Background: an optimization exercise with open tools, aiming at small area and a short achievable clock period. Do not read the settings as production practice. In this exercise RTL edits were held to simulation tests only and were not proved equivalent to the original. Power figures rest on the tool's default switching activity, not on a simulated workload.

==> flow/design.v <==
module mcdf_arb_n #(
    parameter  int NCH   = 4,
    parameter  int DW    = 32,
    parameter  int DEPTH = 32,
    localparam int ID_W  = (NCH > 1) ? $clog2(NCH) : 1
) (
    input  logic                clk_i,
    input  logic                rstn_i,
    input  logic [NCH*DW-1:0]   ch_data_i,
    input  logic [NCH-1:0]      ch_valid_i,
    output logic [NCH-1:0]      ch_ready_o,
    input  logic [NCH-1:0]      cfg_en_i,
    input  logic [NCH*2-1:0]    cfg_prio_i,
    input  logic [NCH*3-1:0]    cfg_pkglen_i,
    output logic [NCH*8-1:0]    margin_o,
    input  logic                f2a_id_req_i,
    input  logic                f2a_ack_i,
    output logic                a2f_val_o,
    output logic [ID_W-1:0]     a2f_id_o,
    output logic [DW-1:0]       a2f_data_o,
    output logic [2:0]          a2f_pkglen_sel_o
);
    localparam int AW = $clog2(DEPTH);
    localparam int CW = AW + 1;
    localparam int RD = DEPTH - 1;
    logic            xfer, val;
    logic [NCH-1:0]  cur;               
    logic [DW-1:0]   head   [NCH];
    logic [DW-1:0]   sreg   [NCH][RD];
    logic [CW-1:0]   mgn    [NCH];      
    logic [CW-1:0]   mgn_nx [NCH];
    logic [NCH-1:0]  nfull, one;        
    logic [DW-1:0]   rdat   [NCH];
    logic [NCH-1:0]  empty, push, pop, elig, h_din, h_mem;
    logic [ID_W-1:0] rr_ptr;
    logic            grant_go, xfer_pop, last, val_nx;
    logic [AW-1:0]   wcnt;
    logic [NCH-1:0]  win;
    logic [ID_W-1:0] winner;
    logic [2:0]      win_len;
    always_comb begin
        for (int n = 0; n < NCH; n++) begin
            empty[n]           = mgn[n][AW];
            ch_ready_o[n]      = cfg_en_i[n] && nfull[n];
            push[n]            = ch_valid_i[n] && cfg_en_i[n] && nfull[n];
            pop[n]             = xfer_pop && cur[n];
            elig[n]            = cfg_en_i[n] && !empty[n];
            margin_o[n*8 +: 8] = 8'(mgn[n]);
            h_din[n]           = push[n] && (empty[n] || (one[n] && pop[n]));
            h_mem[n]           = pop[n] && !one[n];
            mgn_nx[n]          = mgn[n];
            if (push[n] && !pop[n])      mgn_nx[n] = mgn[n] - CW'(1);
            else if (pop[n] && !push[n]) mgn_nx[n] = mgn[n] + CW'(1);
        end
    end
    assign a2f_val_o = val;
    assign xfer_pop  = val && f2a_ack_i;
    localparam int NO = 2 * NCH;              
    localparam int NB = (NO + 2) / 3;
    logic [3*NB-1:0] osel;
    logic [DW-1:0]   odat [3*NB];
    logic [DW-1:0]   dout;
    logic            dout_en;
    always_comb begin
        dout_en = grant_go;
        for (int n = 0; n < NCH; n++) begin
            dout_en     = dout_en || (xfer && cur[n] && (h_din[n] || h_mem[n]));
            osel[n]     = win[n] && !xfer;
            odat[n]     = head[n];
            osel[NCH+n] = cur[n] && xfer;
            odat[NCH+n] = rdat[n];
        end
        for (int k = NO; k < 3*NB; k++) begin
            osel[k] = 1'b0;
            odat[k] = '0;
        end
    end
    logic [DW-1:0] dnx;
    for (genvar b = 0; b < DW; b++) begin : g_out
        logic [NB-1:0] t;
        for (genvar k = 0; k < NB; k++) begin : g_a
            if (3*k + 2 < NO) begin : g3
                mcdf_arb_aoi222 u_aoi (
                    .a0(odat[3*k][b]),   .s0(osel[3*k]),
                    .a1(odat[3*k+1][b]), .s1(osel[3*k+1]),
                    .a2(odat[3*k+2][b]), .s2(osel[3*k+2]),
                    .y(t[k]));
            end else if (3*k + 1 < NO) begin : g2
                mcdf_arb_aoi22 u_aoi (
                    .a0(odat[3*k][b]),   .s0(osel[3*k]),
                    .a1(odat[3*k+1][b]), .s1(osel[3*k+1]),
                    .y(t[k]));
            end else begin : g1
                assign t[k] = !(odat[3*k][b] && osel[3*k]);
            end
        end
        mcdf_arb_nand #(.W(NB)) u_nand (.a(t), .y(dnx[b]));
    end
    assign a2f_data_o = dout;
    always_ff @(posedge clk_i) begin
        if (dout_en) dout <= dnx;
    end
    localparam int NT = RD + 1;               
    localparam int NA = (NT + 2) / 3;         
    localparam int NN = (NA + 3) / 4;         
    for (genvar n = 0; n < NCH; n++) begin : g_rd
        logic [3*NA-1:0]    sel;
        logic [DW*3*NA-1:0] dat;
        always_comb begin
            sel = '0;
            dat = '0;
            for (int i = 0; i < RD; i++) begin
                sel[i]          = (mgn[n] == CW'(RD - 1 - i));
                dat[i*DW +: DW] = sreg[n][i];
            end
            sel[RD]          = h_din[n];
            dat[RD*DW +: DW] = ch_data_i[n*DW +: DW];
        end
        for (genvar b = 0; b < DW; b++) begin : g_b
            logic [NA-1:0] t;
            logic [NN-1:0] u;
            for (genvar k = 0; k < NA; k++) begin : g_a
                if (3*k + 2 < NT) begin : g3
                    mcdf_arb_aoi222 u_aoi (
                        .a0(dat[(3*k)*DW + b]),   .s0(sel[3*k]),
                        .a1(dat[(3*k+1)*DW + b]), .s1(sel[3*k+1]),
                        .a2(dat[(3*k+2)*DW + b]), .s2(sel[3*k+2]),
                        .y(t[k]));
                end else if (3*k + 1 < NT) begin : g2
                    mcdf_arb_aoi22 u_aoi (
                        .a0(dat[(3*k)*DW + b]),   .s0(sel[3*k]),
                        .a1(dat[(3*k+1)*DW + b]), .s1(sel[3*k+1]),
                        .y(t[k]));
                end else begin : g1
                    assign t[k] = !(dat[(3*k)*DW + b] && sel[3*k]);
                end
            end
            for (genvar k = 0; k < NN; k++) begin : g_n
                localparam int W = (NA - 4*k < 4) ? NA - 4*k : 4;
                mcdf_arb_nand #(.W(W)) u_nand (.a(t[4*k +: W]), .y(u[k]));
            end
            assign rdat[n][b] = |u;
        end
    end
    always_comb begin
        for (int i = 0; i < NCH; i++) begin
            win[i] = elig[i];
            for (int j = 0; j < NCH; j++) begin
                if (j != i) begin
                    logic [ID_W-1:0] di, dj;
                    di = ID_W'(i) - rr_ptr - ID_W'(1);    
                    dj = ID_W'(j) - rr_ptr - ID_W'(1);
                    win[i] = win[i] && (!elig[j] ||
                             (cfg_prio_i[i*2 +: 2] < cfg_prio_i[j*2 +: 2]) ||
                             ((cfg_prio_i[i*2 +: 2] == cfg_prio_i[j*2 +: 2]) && (di < dj)));
                end
            end
        end
        winner  = '0;
        win_len = '0;
        for (int i = 0; i < NCH; i++) begin
            winner  = winner  | (win[i] ? ID_W'(i) : '0);
            win_len = win_len | (win[i] ? cfg_pkglen_i[i*3 +: 3] : 3'd0);
        end
    end
    assign grant_go = !xfer && f2a_id_req_i && (|elig);
    always_comb begin
        case (a2f_pkglen_sel_o)
            3'd0:    last = &wcnt[1:0];
            3'd1:    last = &wcnt[2:0];
            3'd2:    last = &wcnt[3:0];
            default: last = &wcnt[4:0];
        endcase
    end
    always_comb begin
        val_nx = 1'b0;
        if (grant_go) begin
            val_nx = 1'b1;
        end else if (xfer && !(xfer_pop && last)) begin
            for (int n = 0; n < NCH; n++)
                if (cur[n]) val_nx = !mgn_nx[n][AW];
        end
    end
    always_ff @(posedge clk_i or negedge rstn_i) begin
        if (!rstn_i) begin
            xfer             <= 1'b0;
            val              <= 1'b0;
            a2f_id_o         <= '0;
            cur              <= '0;
            a2f_pkglen_sel_o <= '0;
            rr_ptr           <= ID_W'(NCH - 1);
            wcnt             <= '0;
        end else begin
            val <= val_nx;
            if (grant_go) begin
                xfer             <= 1'b1;
                a2f_id_o         <= winner;
                cur              <= win;
                rr_ptr           <= winner;
                a2f_pkglen_sel_o <= win_len;
            end
            if (xfer_pop) begin
                if (last) begin
                    xfer <= 1'b0;
                    wcnt <= '0;
                end else begin
                    wcnt <= wcnt + AW'(1);
                end
            end
        end
    end
    always_ff @(posedge clk_i or negedge rstn_i) begin
        if (!rstn_i) begin
            for (int n = 0; n < NCH; n++) begin
                mgn[n]   <= CW'(DEPTH);
                nfull[n] <= 1'b1;
                one[n]   <= 1'b0;
            end
        end else begin
            for (int n = 0; n < NCH; n++) begin
                mgn[n]   <= mgn_nx[n];
                nfull[n] <= (mgn_nx[n] != '0);
                one[n]   <= (mgn_nx[n] == CW'(DEPTH - 1));
            end
        end
    end
    always_ff @(posedge clk_i) begin
        for (int n = 0; n < NCH; n++) begin
            if (h_din[n] || h_mem[n]) head[n] <= rdat[n];
            if (push[n]) begin
                sreg[n][0] <= ch_data_i[n*DW +: DW];
                for (int i = 1; i < RD; i++) sreg[n][i] <= sreg[n][i-1];
            end
        end
    end
endmodule
module mcdf_arb_aoi222 (
    input  logic a0, s0, a1, s1, a2, s2,
    output logic y
);
    assign y = !((a0 && s0) || (a1 && s1) || (a2 && s2));
endmodule
module mcdf_arb_aoi22 (
    input  logic a0, s0, a1, s1,
    output logic y
);
    assign y = !((a0 && s0) || (a1 && s1));
endmodule
module mcdf_arb_nand #(
    parameter int W = 4
) (
    input  logic [W-1:0] a,
    output logic         y
);
    assign y = !(&a);
endmodule
export LEC_CHECK = 0
export CAP_MARGIN = 20
export CORE_MARGIN = 2
export CORE_UTILIZATION = 70
export CTS_BUF_LIST = sky130_fd_sc_hd__clkbuf_16
export CTS_CLUSTER_DIAMETER = 80
export CTS_CLUSTER_SIZE = 28
export SETUP_SLACK_MARGIN = 4.5
export SLEW_MARGIN = 20
export SYNTH_HIERARCHICAL = 1
create_clock -name core_clock -period 8.0 [get_ports {clk_i}]
run.sh (not shown) runs the stock make flow with config.mk's settings and CLKGATE_MAP_FILE= SYNTH_SCRIPT=/design/flow/synth_recipe.tcl, a recipe that flattens the netlist after the stock synthesis.
The first run finished with timing, DRC and antenna clean.
Next try:
==> flow/flow/run.sh (new file) <==
#!/bin/bash
# Own layout flow: the standard flow (standard synthesis, floorplan, power
# grid, placement, CTS, routing) with two changes:
#  - the port buffers are sky130 buf_2 cells instead of the delay-buffer
#    cells buffer_ports picks by default;
#  - CTS uses clkbuf_16 with larger sink clusters and inserts no dummy loads.
# The full output of the ORFS run goes to flow.log; ORFS writes each step's
# own log under orfs/logs/.
set -euo pipefail
export BUFFER_PORTS_ARGS="-buffer_cell sky130_fd_sc_hd__buf_2"
export CTS_ARGS="-sink_clustering_enable -repair_clock_nets -dont_use_dummy_load -sink_clustering_size 28 -sink_clustering_max_diameter 80 -buf_list sky130_fd_sc_hd__clkbuf_16"
bash standard.sh > flow.log 2>&1
==> flow/standard.sh (new file) <==
#!/bin/bash
# synth_recipe.tcl (not shown) runs the flow's synth.tcl, then flattens the netlist and writes it again
# the make line also repeats each setting of config.mk as NAME=value (left out here)
make -C /OpenROAD-flow-scripts/flow DESIGN_CONFIG=/design/flow/config.mk WORK_HOME=/design/flow/orfs CLKGATE_MAP_FILE= SYNTH_SCRIPT=/design/flow/synth_recipe.tcl "${@:-finish}"
removed: flow/run.sh
Fmax stays flat. Sequential power is about the same. Worst hold slack degrades by 0.018 ns. Routed wire length came out lower by 1.4%. Via count came out lower by 1.6%.

## separate check: timing with driven ports
How much do the figures lean on ideal ports? The routed layouts below were timed once more, with nothing changed but the port constraints.
Step 1: set_driving_cell puts a clkbuf_16 on clk_i and a buf_2 on each other input, an assumption about the parent block.
Step 2 times the ports against the registers' clock, not the clock port: input delays grow and output delays shrink by t, the midpoint of the rising clock arrivals with the driver on.
Slacks: no drivers / after step 1 / after step 2; pairs: no drivers / after step 1.
| run | t (ns) | slack for setup (ns) | latest minus earliest clock arrival (ns) | worst register clock-pin slew, ns | pins driven straight from the clock port |
|---|---|---|---|---|---|
| the first run | 0.954 | 4.392 / 4.333 / 3.639 | 0.046 / 0.046 | 0.11 / 0.11 | 1 |
| the second run | 0.929 | 4.382 / 4.401 / 3.472 | 0.041 / 0.041 | 0.11 / 0.11 | 1 |
After both steps setup and hold are still met in every run listed. The setup slack of the second run, which loses most, moves by +0.019 ns with the drivers and by -0.910 ns with both steps.
